Background: an optimization exercise with open tools, aiming at small area. Do not read the settings as production practice. In this exercise RTL edits were held to simulation tests only and were not proved equivalent to the original. Power and IR drop assume default switching activity.

==> flow/run.sh <==
#!/bin/bash
# synth_recipe.tcl (not shown) runs the flow's synth.tcl, then flattens the netlist and writes it again
# the make line also repeats each setting of config.mk as NAME=value (left out here)
make -C /OpenROAD-flow-scripts/flow DESIGN_CONFIG=/design/flow/config.mk WORK_HOME=/design/flow/orfs CLKGATE_MAP_FILE= SYNTH_SCRIPT=/design/flow/synth_recipe.tcl finish
==> flow/config.mk <==
export PLATFORM = sky130hd
export DESIGN_NAME = cond_alu_shift_mult_branch_execute_unit
export DESIGN_NICKNAME = cond_alu_shift_mult_branch_execute_unit
export VERILOG_FILES = /design/flow/design.v
export SDC_FILE = /design/flow/constraint.sdc
export NUM_CORES = 4
export LEC_CHECK = 0
export CAP_MARGIN = 20
export CORE_MARGIN = 2
export CORE_UTILIZATION = 35
export SLEW_MARGIN = 20
==> flow/constraint.sdc <==
create_clock -name core_clock -period 20.0 [get_ports {clk_i}]
set_input_delay 4.0000 -clock core_clock [delete_from_list [all_inputs] [get_ports {clk_i}]]
set_output_delay 4.0000 -clock core_clock [all_outputs]
set_load 0.01 [all_outputs]
==> flow/design.v <==
package caseu_pkg;
  localparam int unsigned DataW = 32;
  localparam int unsigned NumRegs = 16;
  localparam int unsigned RegAddrW = 4;
  localparam logic [RegAddrW-1:0] REG_LR = 4'd14;
  localparam logic [RegAddrW-1:0] REG_PC = 4'd15;
  typedef enum logic [1:0] {
    FUNC_DP  = 2'd0,
    FUNC_MUL = 2'd1,
    FUNC_BR  = 2'd2,
    FUNC_LDR = 2'd3
  } func_e;
  typedef enum logic [3:0] {
    OP_AND = 4'd0,
    OP_EOR = 4'd1,
    OP_SUB = 4'd2,
    OP_RSB = 4'd3,
    OP_ADD = 4'd4,
    OP_TST = 4'd8,
    OP_TEQ = 4'd9,
    OP_CMP = 4'd10,
    OP_ORR = 4'd12,
    OP_MOV = 4'd13
  } opcode_e;
  typedef enum logic [1:0] {
    SH_LSL = 2'd0,
    SH_LSR = 2'd1,
    SH_ASR = 2'd2,
    SH_ROR = 2'd3
  } shift_e;
  typedef enum logic [3:0] {
    COND_EQ = 4'd0,
    COND_NE = 4'd1,
    COND_CS = 4'd2,
    COND_CC = 4'd3,
    COND_MI = 4'd4,
    COND_PL = 4'd5,
    COND_VS = 4'd6,
    COND_VC = 4'd7,
    COND_HI = 4'd8,
    COND_LS = 4'd9,
    COND_GE = 4'd10,
    COND_LT = 4'd11,
    COND_GT = 4'd12,
    COND_LE = 4'd13,
    COND_AL = 4'd14,
    COND_NV = 4'd15
  } cond_e;
  typedef struct packed {
    logic [1:0]          func;
    logic [3:0]          cond;
    logic [3:0]          opcode;
    logic                imm_operand;
    logic                set_flags;
    logic [RegAddrW-1:0] reg_n;
    logic [RegAddrW-1:0] reg_d;
    logic [11:0]         operand2;
    logic                accumulate_or_link;
    logic [23:0]         branch_offset;
    logic [DataW-1:0]    load_value;
  } req_t;
  typedef struct packed {
    logic                executed;
    logic                wrote_register;
    logic [RegAddrW-1:0] dest_reg;
    logic [DataW-1:0]    result;
    logic                flag_n;
    logic                flag_z;
    logic                flag_c;
    logic                flag_v;
    logic                flush;
  } rsp_t;
  typedef struct packed {
    logic                en;
    logic [RegAddrW-1:0] addr;
    logic [DataW-1:0]    data;
    logic                link_en;
    logic [DataW-1:0]    link_data;
  } wr_t;
  function automatic logic cond_pass(input logic [3:0] c, input logic [3:0] f);
    logic n;
    logic z;
    logic cf;
    logic v;
    logic pass;
    n  = f[3];
    z  = f[2];
    cf = f[1];
    v  = f[0];
    case (c)
      4'd0: pass = z;
      4'd1: pass = !z;
      4'd2: pass = cf;
      4'd3: pass = !cf;
      4'd4: pass = n;
      4'd5: pass = !n;
      4'd6: pass = v;
      4'd7: pass = !v;
      4'd8: pass = cf && !z;
      4'd9: pass = !cf || z;
      4'd10: pass = (n == v);
      4'd11: pass = (n != v);
      4'd12: pass = !z && (n == v);
      4'd13: pass = z || (n != v);
      4'd14: pass = 1'b1;
      default: pass = 1'b0;
    endcase
    cond_pass = pass;
  endfunction
endpackage
module caseu_shifter (
  input  logic [caseu_pkg::DataW-1:0] value_i,
  input  logic [1:0]                  type_i,
  input  logic [7:0]                  amount_i,
  input  logic                        carry_i,
  output logic [caseu_pkg::DataW-1:0] value_o,
  output logic                        carry_o
);
  logic [32:0]        lsl_w;
  logic [32:0]        lsr_w;
  logic signed [32:0] asr_w;
  logic [63:0]        ror_w;
  logic               big;
  logic               eq32;
  always_comb begin
    lsl_w = {1'b0, value_i} << amount_i[4:0];
    lsr_w = {value_i, 1'b0} >> amount_i[4:0];
    asr_w = $signed({value_i, 1'b0}) >>> amount_i[4:0];
    ror_w = {value_i, value_i} >> amount_i[4:0];
    big   = (amount_i[7:5] != 3'd0);
    eq32  = (amount_i == 8'd32);
    value_o = value_i;
    carry_o = carry_i;
    if (amount_i != 8'd0) begin
      case (type_i)
        caseu_pkg::SH_LSL: begin
          if (!big) begin
            value_o = lsl_w[31:0];
            carry_o = lsl_w[32];
          end else begin
            value_o = '0;
            carry_o = eq32 & value_i[0];
          end
        end
        caseu_pkg::SH_LSR: begin
          if (!big) begin
            value_o = lsr_w[32:1];
            carry_o = lsr_w[0];
          end else begin
            value_o = '0;
            carry_o = eq32 & value_i[31];
          end
        end
        caseu_pkg::SH_ASR: begin
          if (!big) begin
            value_o = asr_w[32:1];
            carry_o = asr_w[0];
          end else begin
            value_o = {32{value_i[31]}};
            carry_o = value_i[31];
          end
        end
        default: begin
          if (amount_i[4:0] == 5'd0) begin
            value_o = value_i;
            carry_o = value_i[31];
          end else begin
            value_o = ror_w[31:0];
            carry_o = ror_w[31];
          end
        end
      endcase
    end
  end
endmodule
module caseu_exec (
  input  caseu_pkg::req_t              req_i,
  input  logic [3:0]                   flags_i,
  input  logic [caseu_pkg::DataW-1:0]  rn_data_i,
  input  logic [caseu_pkg::DataW-1:0]  rm_data_i,
  input  logic [caseu_pkg::DataW-1:0]  rs_data_i,
  input  logic [caseu_pkg::DataW-1:0]  pc_data_i,
  output caseu_pkg::rsp_t              rsp_o,
  output caseu_pkg::wr_t               wr_o,
  output logic [3:0]                   flags_o
);
  logic [caseu_pkg::DataW-1:0] sh_in;
  logic [1:0]                  sh_type;
  logic [7:0]                  sh_amt;
  logic [caseu_pkg::DataW-1:0] b;
  logic                        sh_carry;
  logic [caseu_pkg::DataW:0]   sub_ab;
  logic [caseu_pkg::DataW:0]   sub_ba;
  logic [caseu_pkg::DataW:0]   add_ab;
  logic [caseu_pkg::DataW-1:0] prod;
  logic [caseu_pkg::DataW-1:0] br_off;
  logic                        pass;
  logic                        dp_valid;
  logic                        dp_write;
  logic                        carry;
  logic [caseu_pkg::DataW-1:0] res;
  logic                        executed;
  always_comb begin
    if (req_i.imm_operand) begin
      sh_in   = {24'd0, req_i.operand2[7:0]};
      sh_type = caseu_pkg::SH_ROR;
      sh_amt  = {3'd0, req_i.operand2[11:8], 1'b0};
    end else begin
      sh_in   = rm_data_i;
      sh_type = req_i.operand2[6:5];
      sh_amt  = req_i.operand2[4] ? rs_data_i[7:0] : {3'd0, req_i.operand2[11:7]};
    end
  end
  caseu_shifter u_shifter (
    .value_i  (sh_in),
    .type_i   (sh_type),
    .amount_i (sh_amt),
    .carry_i  (flags_i[1]),
    .value_o  (b),
    .carry_o  (sh_carry)
  );
  assign sub_ab = {1'b0, rn_data_i} - {1'b0, b};
  assign sub_ba = {1'b0, b} - {1'b0, rn_data_i};
  assign add_ab = {1'b0, rn_data_i} + {1'b0, b};
  assign prod   = rm_data_i * rs_data_i;
  assign br_off = {{6{req_i.branch_offset[23]}}, req_i.branch_offset, 2'b00};
  assign pass   = caseu_pkg::cond_pass(req_i.cond, flags_i);
  always_comb begin
    dp_valid = 1'b1;
    dp_write = 1'b1;
    carry    = sh_carry;
    res      = '0;
    case (req_i.opcode)
      caseu_pkg::OP_AND: res = rn_data_i & b;
      caseu_pkg::OP_EOR: res = rn_data_i ^ b;
      caseu_pkg::OP_SUB: begin
        res   = sub_ab[31:0];
        carry = ~sub_ab[32];
      end
      caseu_pkg::OP_RSB: begin
        res   = sub_ba[31:0];
        carry = ~sub_ba[32];
      end
      caseu_pkg::OP_ADD: begin
        res   = add_ab[31:0];
        carry = add_ab[32];
      end
      caseu_pkg::OP_TST: begin
        res      = rn_data_i & b;
        dp_write = 1'b0;
      end
      caseu_pkg::OP_TEQ: begin
        res      = rn_data_i ^ b;
        dp_write = 1'b0;
      end
      caseu_pkg::OP_CMP: begin
        res      = sub_ab[31:0];
        carry    = ~sub_ab[32];
        dp_write = 1'b0;
      end
      caseu_pkg::OP_ORR: res = rn_data_i | b;
      caseu_pkg::OP_MOV: res = b;
      default: begin
        dp_valid = 1'b0;
        dp_write = 1'b0;
      end
    endcase
    wr_o      = '0;
    flags_o   = flags_i;
    executed  = 1'b0;
    rsp_o     = '0;
    if (pass) begin
      case (req_i.func)
        caseu_pkg::FUNC_DP: begin
          if (dp_valid) begin
            executed    = 1'b1;
            rsp_o.result = res;
            wr_o.en     = dp_write;
            wr_o.addr   = req_i.reg_d;
            wr_o.data   = res;
            if (req_i.set_flags) begin
              flags_o = {res[31], res == '0, carry, flags_i[0]};
            end
          end
        end
        caseu_pkg::FUNC_MUL: begin
          executed     = 1'b1;
          rsp_o.result = prod + (req_i.accumulate_or_link ? rn_data_i : '0);
          wr_o.en      = 1'b1;
          wr_o.addr    = req_i.reg_d;
          wr_o.data    = rsp_o.result;
          if (req_i.set_flags) begin
            flags_o = {rsp_o.result[31], rsp_o.result == '0, flags_i[1:0]};
          end
        end
        caseu_pkg::FUNC_BR: begin
          executed       = 1'b1;
          rsp_o.result   = pc_data_i + br_off;
          wr_o.en        = 1'b1;
          wr_o.addr      = caseu_pkg::REG_PC;
          wr_o.data      = rsp_o.result;
          wr_o.link_en   = req_i.accumulate_or_link;
          wr_o.link_data = pc_data_i - 32'd4;
        end
        default: begin
          executed     = 1'b1;
          rsp_o.result = req_i.load_value;
          wr_o.en      = 1'b1;
          wr_o.addr    = req_i.reg_d;
          wr_o.data    = req_i.load_value;
        end
      endcase
    end
    rsp_o.executed       = executed;
    rsp_o.wrote_register = wr_o.en;
    rsp_o.dest_reg       = wr_o.en ? wr_o.addr : '0;
    rsp_o.flag_n         = flags_o[3];
    rsp_o.flag_z         = flags_o[2];
    rsp_o.flag_c         = flags_o[1];
    rsp_o.flag_v         = flags_o[0];
    rsp_o.flush          = wr_o.en && (wr_o.addr == caseu_pkg::REG_PC);
  end
endmodule
module caseu_regfile (
  input  logic                           clk_i,
  input  logic                           rst_ni,
  input  logic [caseu_pkg::RegAddrW-1:0] rn_addr_i,
  input  logic [caseu_pkg::RegAddrW-1:0] rm_addr_i,
  input  logic [caseu_pkg::RegAddrW-1:0] rs_addr_i,
  output logic [caseu_pkg::DataW-1:0]    rn_data_o,
  output logic [caseu_pkg::DataW-1:0]    rm_data_o,
  output logic [caseu_pkg::DataW-1:0]    rs_data_o,
  output logic [caseu_pkg::DataW-1:0]    pc_data_o,
  input  caseu_pkg::wr_t                 wr_i
);
  logic [caseu_pkg::DataW-1:0] rf_q [caseu_pkg::NumRegs];
  assign rn_data_o = rf_q[rn_addr_i];
  assign rm_data_o = rf_q[rm_addr_i];
  assign rs_data_o = rf_q[rs_addr_i];
  assign pc_data_o = rf_q[caseu_pkg::REG_PC];
  always_ff @(posedge clk_i or negedge rst_ni) begin
    if (!rst_ni) begin
      for (int i = 0; i < caseu_pkg::NumRegs; i++) begin
        rf_q[i] <= '0;
      end
    end else begin
      if (wr_i.en) begin
        rf_q[wr_i.addr] <= wr_i.data;
      end
      if (wr_i.link_en) begin
        rf_q[caseu_pkg::REG_LR] <= wr_i.link_data;
      end
    end
  end
endmodule
module cond_alu_shift_mult_branch_execute_unit (
  input  logic        clk_i,
  input  logic        rst_ni,
  input  logic        exe_valid_i,
  output logic        exe_ready_o,
  input  logic [1:0]  exe_func_i,
  input  logic [3:0]  exe_cond_i,
  input  logic [3:0]  exe_opcode_i,
  input  logic        exe_imm_operand_i,
  input  logic        exe_set_flags_i,
  input  logic [3:0]  exe_reg_n_i,
  input  logic [3:0]  exe_reg_d_i,
  input  logic [11:0] exe_operand2_i,
  input  logic        exe_accumulate_or_link_i,
  input  logic [23:0] exe_branch_offset_i,
  input  logic [31:0] exe_load_value_i,
  output logic        res_valid_o,
  input  logic        res_ready_i,
  output logic        res_executed_o,
  output logic        res_wrote_register_o,
  output logic [3:0]  res_dest_reg_o,
  output logic [31:0] res_result_o,
  output logic        res_flag_n_o,
  output logic        res_flag_z_o,
  output logic        res_flag_c_o,
  output logic        res_flag_v_o,
  output logic        res_flush_o
);
  caseu_pkg::req_t               req_d;
  caseu_pkg::req_t               req_q;
  logic                          req_valid_q;
  caseu_pkg::rsp_t               rsp_d;
  caseu_pkg::rsp_t               rsp_q;
  logic                          rsp_valid_q;
  caseu_pkg::wr_t                wr_raw;
  caseu_pkg::wr_t                wr;
  logic [3:0]                    flags_d;
  logic [3:0]                    flags_q;
  logic [caseu_pkg::DataW-1:0]   rn_data;
  logic [caseu_pkg::DataW-1:0]   rm_data;
  logic [caseu_pkg::DataW-1:0]   rs_data;
  logic [caseu_pkg::DataW-1:0]   pc_data;
  logic                          out_free;
  logic                          fire;
  logic                          accept;
  assign out_free    = !rsp_valid_q || res_ready_i;
  assign fire        = req_valid_q && out_free;
  assign exe_ready_o = !req_valid_q || out_free;
  assign accept      = exe_valid_i && exe_ready_o;
  always_comb begin
    req_d.func               = exe_func_i;
    req_d.cond               = exe_cond_i;
    req_d.opcode             = exe_opcode_i;
    req_d.imm_operand        = exe_imm_operand_i;
    req_d.set_flags          = exe_set_flags_i;
    req_d.reg_n              = exe_reg_n_i;
    req_d.reg_d              = exe_reg_d_i;
    req_d.operand2           = exe_operand2_i;
    req_d.accumulate_or_link = exe_accumulate_or_link_i;
    req_d.branch_offset      = exe_branch_offset_i;
    req_d.load_value         = exe_load_value_i;
  end
  always_ff @(posedge clk_i or negedge rst_ni) begin
    if (!rst_ni) begin
      req_valid_q <= 1'b0;
    end else if (accept) begin
      req_valid_q <= 1'b1;
    end else if (fire) begin
      req_valid_q <= 1'b0;
    end
  end
  always_ff @(posedge clk_i) begin
    if (accept) begin
      req_q <= req_d;
    end
  end
  caseu_regfile u_regfile (
    .clk_i     (clk_i),
    .rst_ni    (rst_ni),
    .rn_addr_i (req_q.reg_n),
    .rm_addr_i (req_q.operand2[3:0]),
    .rs_addr_i (req_q.operand2[11:8]),
    .rn_data_o (rn_data),
    .rm_data_o (rm_data),
    .rs_data_o (rs_data),
    .pc_data_o (pc_data),
    .wr_i      (wr)
  );
  caseu_exec u_exec (
    .req_i     (req_q),
    .flags_i   (flags_q),
    .rn_data_i (rn_data),
    .rm_data_i (rm_data),
    .rs_data_i (rs_data),
    .pc_data_i (pc_data),
    .rsp_o     (rsp_d),
    .wr_o      (wr_raw),
    .flags_o   (flags_d)
  );
  always_comb begin
    wr         = wr_raw;
    wr.en      = wr_raw.en && fire;
    wr.link_en = wr_raw.link_en && fire;
  end
  always_ff @(posedge clk_i or negedge rst_ni) begin
    if (!rst_ni) begin
      flags_q <= '0;
    end else if (fire) begin
      flags_q <= flags_d;
    end
  end
  always_ff @(posedge clk_i or negedge rst_ni) begin
    if (!rst_ni) begin
      rsp_valid_q <= 1'b0;
    end else if (fire) begin
      rsp_valid_q <= 1'b1;
    end else if (res_ready_i) begin
      rsp_valid_q <= 1'b0;
    end
  end
  always_ff @(posedge clk_i) begin
    if (fire) begin
      rsp_q <= rsp_d;
    end
  end
  assign res_valid_o          = rsp_valid_q;
  assign res_executed_o       = rsp_q.executed;
  assign res_wrote_register_o = rsp_q.wrote_register;
  assign res_dest_reg_o       = rsp_q.dest_reg;
  assign res_result_o         = rsp_q.result;
  assign res_flag_n_o         = rsp_q.flag_n;
  assign res_flag_z_o         = rsp_q.flag_z;
  assign res_flag_c_o         = rsp_q.flag_c;
  assign res_flag_v_o         = rsp_q.flag_v;
  assign res_flush_o          = rsp_q.flush;
endmodule
==> flow_metrics.env <==
export IMPL_status="no timing/DRC/antenna violations"
export IMPL_cts_resized=0
export IMPL_crit_fanout=56
export IMPL_chipHeight_um=445
export IMPL_setup_slack_ns=6.91
export IMPL_grt_pass1_wl_mm=542
export IMPL_initial_core_util=0.352
export IMPL_io_pins=138
export IMPL_syn_area_um2=68000
export IMPL_whs_ns=0.497
export IMPL_synth_simple_area_share=0.166
export IMPL_synth_adder_area_share=0.182
export IMPL_power_density_nw_per_um2=107
export IMPL_wire_per_inst_um=38.0
export IMPL_slew_headroom=0.0820
export IMPL_syn_area_per_cell_um2=8.65
export IMPL_rr_startpoint="req_q[58]$_DFFE_PP_"
export IMPL_worst_ep_required_time_ns=20.66
export IMPL_tightest_slew_ns=1.36
export IMPL_synthXorXnorAreaFrac=0.0197
export IMPL_crit_path_start_kind="register"
export IMPL_dp_hpwl_mm=273
export IMPL_final_util=0.390
export IMPL_critical_path_top_delay_family="adder cells"
export IMPL_rsz0062_at_grt="false"
export IMPL_dpl_cell_count=10165
export IMPL_async_flop_share=0.798
export IMPL_synth_top_family_by_area="compound AO/OA/AOI/OAI gates"
export IMPL_gp_congestion=1.09
export IMPL_irDropWorstVdd_mv=0.112
export IMPL_core_area_um2=193000
export IMPL_numPortBuffers=136
export IMPL_post_cts_buffers=0
export IMPL_vias_per_cell=6.89
export IMPL_tns_ns=0
export IMPL_clock_sinks=648
export IMPL_drive_gt1_frac=0.120
export IMPL_most_common_layout_cells="947 x nand2_1, 629 x inv_1, 542 x nor2_1"
export IMPL_critPathArrivalTime_ns=13.75
export IMPL_cp_num_buf_inv=9
export IMPL_cap_violations=0
export IMPL_layout_commonest_cell="nand2_1"
export IMPL_finalNonFillerCells=10330
export IMPL_synth_nets=8676
export IMPL_critical_path_class="reg -> reg"
export IMPL_grt_max_degree=163
export IMPL_yosysSeqAreaShare=0.248
export IMPL_htree_levels=3
export IMPL_drt_pre_antenna_iters=8
export IMPL_cts_buffers=75
export IMPL_cts_tree="yes"
export IMPL_pre_cts_slack_ns=7.44
export IMPL_total_power_mw=8.03
export IMPL_p_int_mw=3.85
export IMPL_ys_flop_type="dfrtp_1"
export IMPL_clock_latency_ns=0.75
export IMPL_report_final_slew_viol_count=0
export IMPL_track_usage=0.386
export IMPL_skew_ns=0.0571
export IMPL_cpMaxStageDelayCell="nor4_1"
export IMPL_grt_pass1_vias=68829
export IMPL_placed_cell_area_um2=72500
export IMPL_synth_edf_count=131
export IMPL_vias=71182
export IMPL_crit_path_max_incr_delay_ns=0.82
export IMPL_hold_buffers=0
export IMPL_drt_total_wl_mm=392
export IMPL_clockBufferDepth=3
export IMPL_hold_class="reg -> reg"
export IMPL_ys_types=122
export IMPL_finalHoldViolations=0
export IMPL_drtIter0Drc=11948
export IMPL_cts_root_buf="clkbuf_16"
export IMPL_fin_area_um2=75200
export IMPL_area_delta_synth_final_pct=10.7
export IMPL_p_clk_frac=0.184
export IMPL_row_count=161
export IMPL_synth_compound_area_frac=0.231
export IMPL_min_from="req_valid_q$_DFFE_PN0P_"
export IMPL_leakage_nw=32.1
export IMPL_synth_area_mux_share=0.0774
export IMPL_p_comb_frac=0.571
export IMPL_setup_viol=0
export IMPL_finalCriticalPeriod_ns=13.09
export IMPL_worstSetupEndpointType="register"
export IMPL_p_sw_frac=0.521
export IMPL_max_freq_ghz=0.0764
export IMPL_die_x_um=445
export IMPL_fin_nets=8535
export IMPL_dieArea_um2=198000
export IMPL_ys_warn_count=5
export IMPL_path_clk_slew_ns=0.07
export IMPL_seqPwrFrac=0.245
export IMPL_drc_errors=0
export IMPL_crit_path_start="req_q[58]$_DFFE_PP_"
export IMPL_postSynthCellCount=7859
export IMPL_ys_ff_latch=648
export IMPL_overflow=0
export IMPL_antenna_found_initial=30
export IMPL_critical_path_most_common_cell="fa_1"
export IMPL_post_route_period_util=0.654
export IMPL_switchingPower_mw=4.18
export IMPL_ant_nets=0
flip-flops by register name, summed over array words and instances, names as in the netlist:
name            flops
rsp_q              42
req_q              89
req_valid_q         1
flags_q             3
rsp_valid_q         1
u_regfile.rf_q    512
power by group through the flow:
stage	clock, mW	sequential [mW]	combinational [mW]
after floorplan	0	1.77	2.61
after CTS	1.48	1.93	4.39
final	1.48	1.96	4.59
after detailed placement	0	1.95	4.36
after global routing	1.53	1.96	4.78
after global placement	0	1.95	4.34
worst register-to-register path, delay by kind of cell (launching register included):
kind	cells	cell delay (ns)
AOI/OAI and AO/OA	8	1.73
xor gates and xnor gates	1	0.32
adders and majority gates	9	4.44
buffers and inverters	9	1.97
DFF	1	0.34
and+or+nand+nor	10	4.23
layer usage:
layer	vias up	wire length (um)	track usage
met2	5966	159000	0.548
li1	28015	-	-
met1	35280	139000	0.457
met4	20	39100	0.307
met3	1901	55000	0.160
met5	-	149	0.00659
path summary, 6_finish.rpt:
check                                               endpoint  slack, ns  cells after the start
setup / recovery                      flags_q[2]$_DFFE_PN0P_       6.91                     37
hold / removal                       rsp_valid_q$_DFFE_PN0P_       0.50                      1
setup reg to reg                      flags_q[2]$_DFFE_PN0P_       6.91                     37
hold reg to reg                      rsp_valid_q$_DFFE_PN0P_       0.50                      1
max in group asynchronous   u_regfile.rf_q[5][5]$_DFFE_PN0P_      14.00                      4
min in group asynchronous  u_regfile.rf_q[3][19]$_DFFE_PN0P_       3.29                      1
cells by family after synthesis:
logic type / after synthesis
other: 1
adder cells (fa/ha/maj): 724
buffers and inverters: 1264
multiplexers: 469
XOR/XNOR: 151
AND/OR/NAND/NOR: 2413
AO/OA/AOI/OAI: 2189
flip-flops: 648
cell type report:
type	count	area, um^2
Fill cell	19484	118000
Clock inverter	37	428
Timing Repair Buffer	408	3470
Multi-Input combinational cell	5947	46700
Inverter	638	2390
Sequential cell	648	16900
Clock buffer	101	2140
Tap cell	2526	3160
Antenna cell	25	62.6
cells in the mapped netlist, types with 21 or more instances:
library cell | instances | area [um^2]
nand2_1 | 961 | 3610
inv_1 | 630 | 2360
nor2_1 | 555 | 2080
dfrtp_1 | 517 | 12900
fa_1 | 442 | 8850
clkbuf_1 | 410 | 1540
a21oi_1 | 371 | 1860
a22oi_1 | 331 | 2480
mux2_2 | 319 | 3590
o21ai_0 | 296 | 1480
ha_1 | 282 | 3530
nand3_1 | 160 | 801
nor3_1 | 135 | 676
mux2i_1 | 132 | 1320
edfxtp_1 | 131 | 3930
buf_2 | 130 | 651
a221oi_1 | 129 | 1130
o31ai_1 | 128 | 961
and2_1 | 116 | 726
a22o_1 | 111 | 972
xnor2_1 | 108 | 946
nand4_1 | 87 | 544
o22ai_1 | 72 | 450
a211oi_1 | 69 | 518
nand2b_1 | 66 | 413
o22a_1 | 63 | 552
a31oi_1 | 61 | 382
o211ai_1 | 60 | 450
a21o_1 | 56 | 420
nor2b_1 | 51 | 319
buf_1 | 43 | 161
nand3b_1 | 43 | 323
xor2_1 | 42 | 368
and3_1 | 40 | 250
nor4_1 | 39 | 244
o221ai_1 | 36 | 315
o21bai_1 | 32 | 240
o32ai_1 | 30 | 263
a32oi_1 | 28 | 245
buf_4 | 26 | 195
a221o_1 | 25 | 250
o21a_1 | 25 | 188
or3_1 | 24 | 150
or2_2 | 22 | 138
a211o_1 | 21 | 184

static timing again, ports no longer ideal:
In the flow no input, the clock included, has a driving cell. The finished layout below was timed again as built, in two steps.
Step 1, drivers: a clkbuf_16 drives clk_i and a buf_2 each remaining input, both assumed.
Step 2, shift: input delay + t, output delay - t, t = (earliest + latest rising clock arrival at the registers) / 2. This alone moves slack from input paths to output paths.
a / b / c = no drivers / after step 1 / after step 2; a / b = the first two.
shift t [ns]: 0.812
setup WS [ns]: 6.910 / 6.910 / 6.910
worst setup path at the end: register to register
After both steps this run still meets setup and hold. For this run, drivers alone change the setup slack by 0.000 ns; drivers and shift together by 0.000 ns.
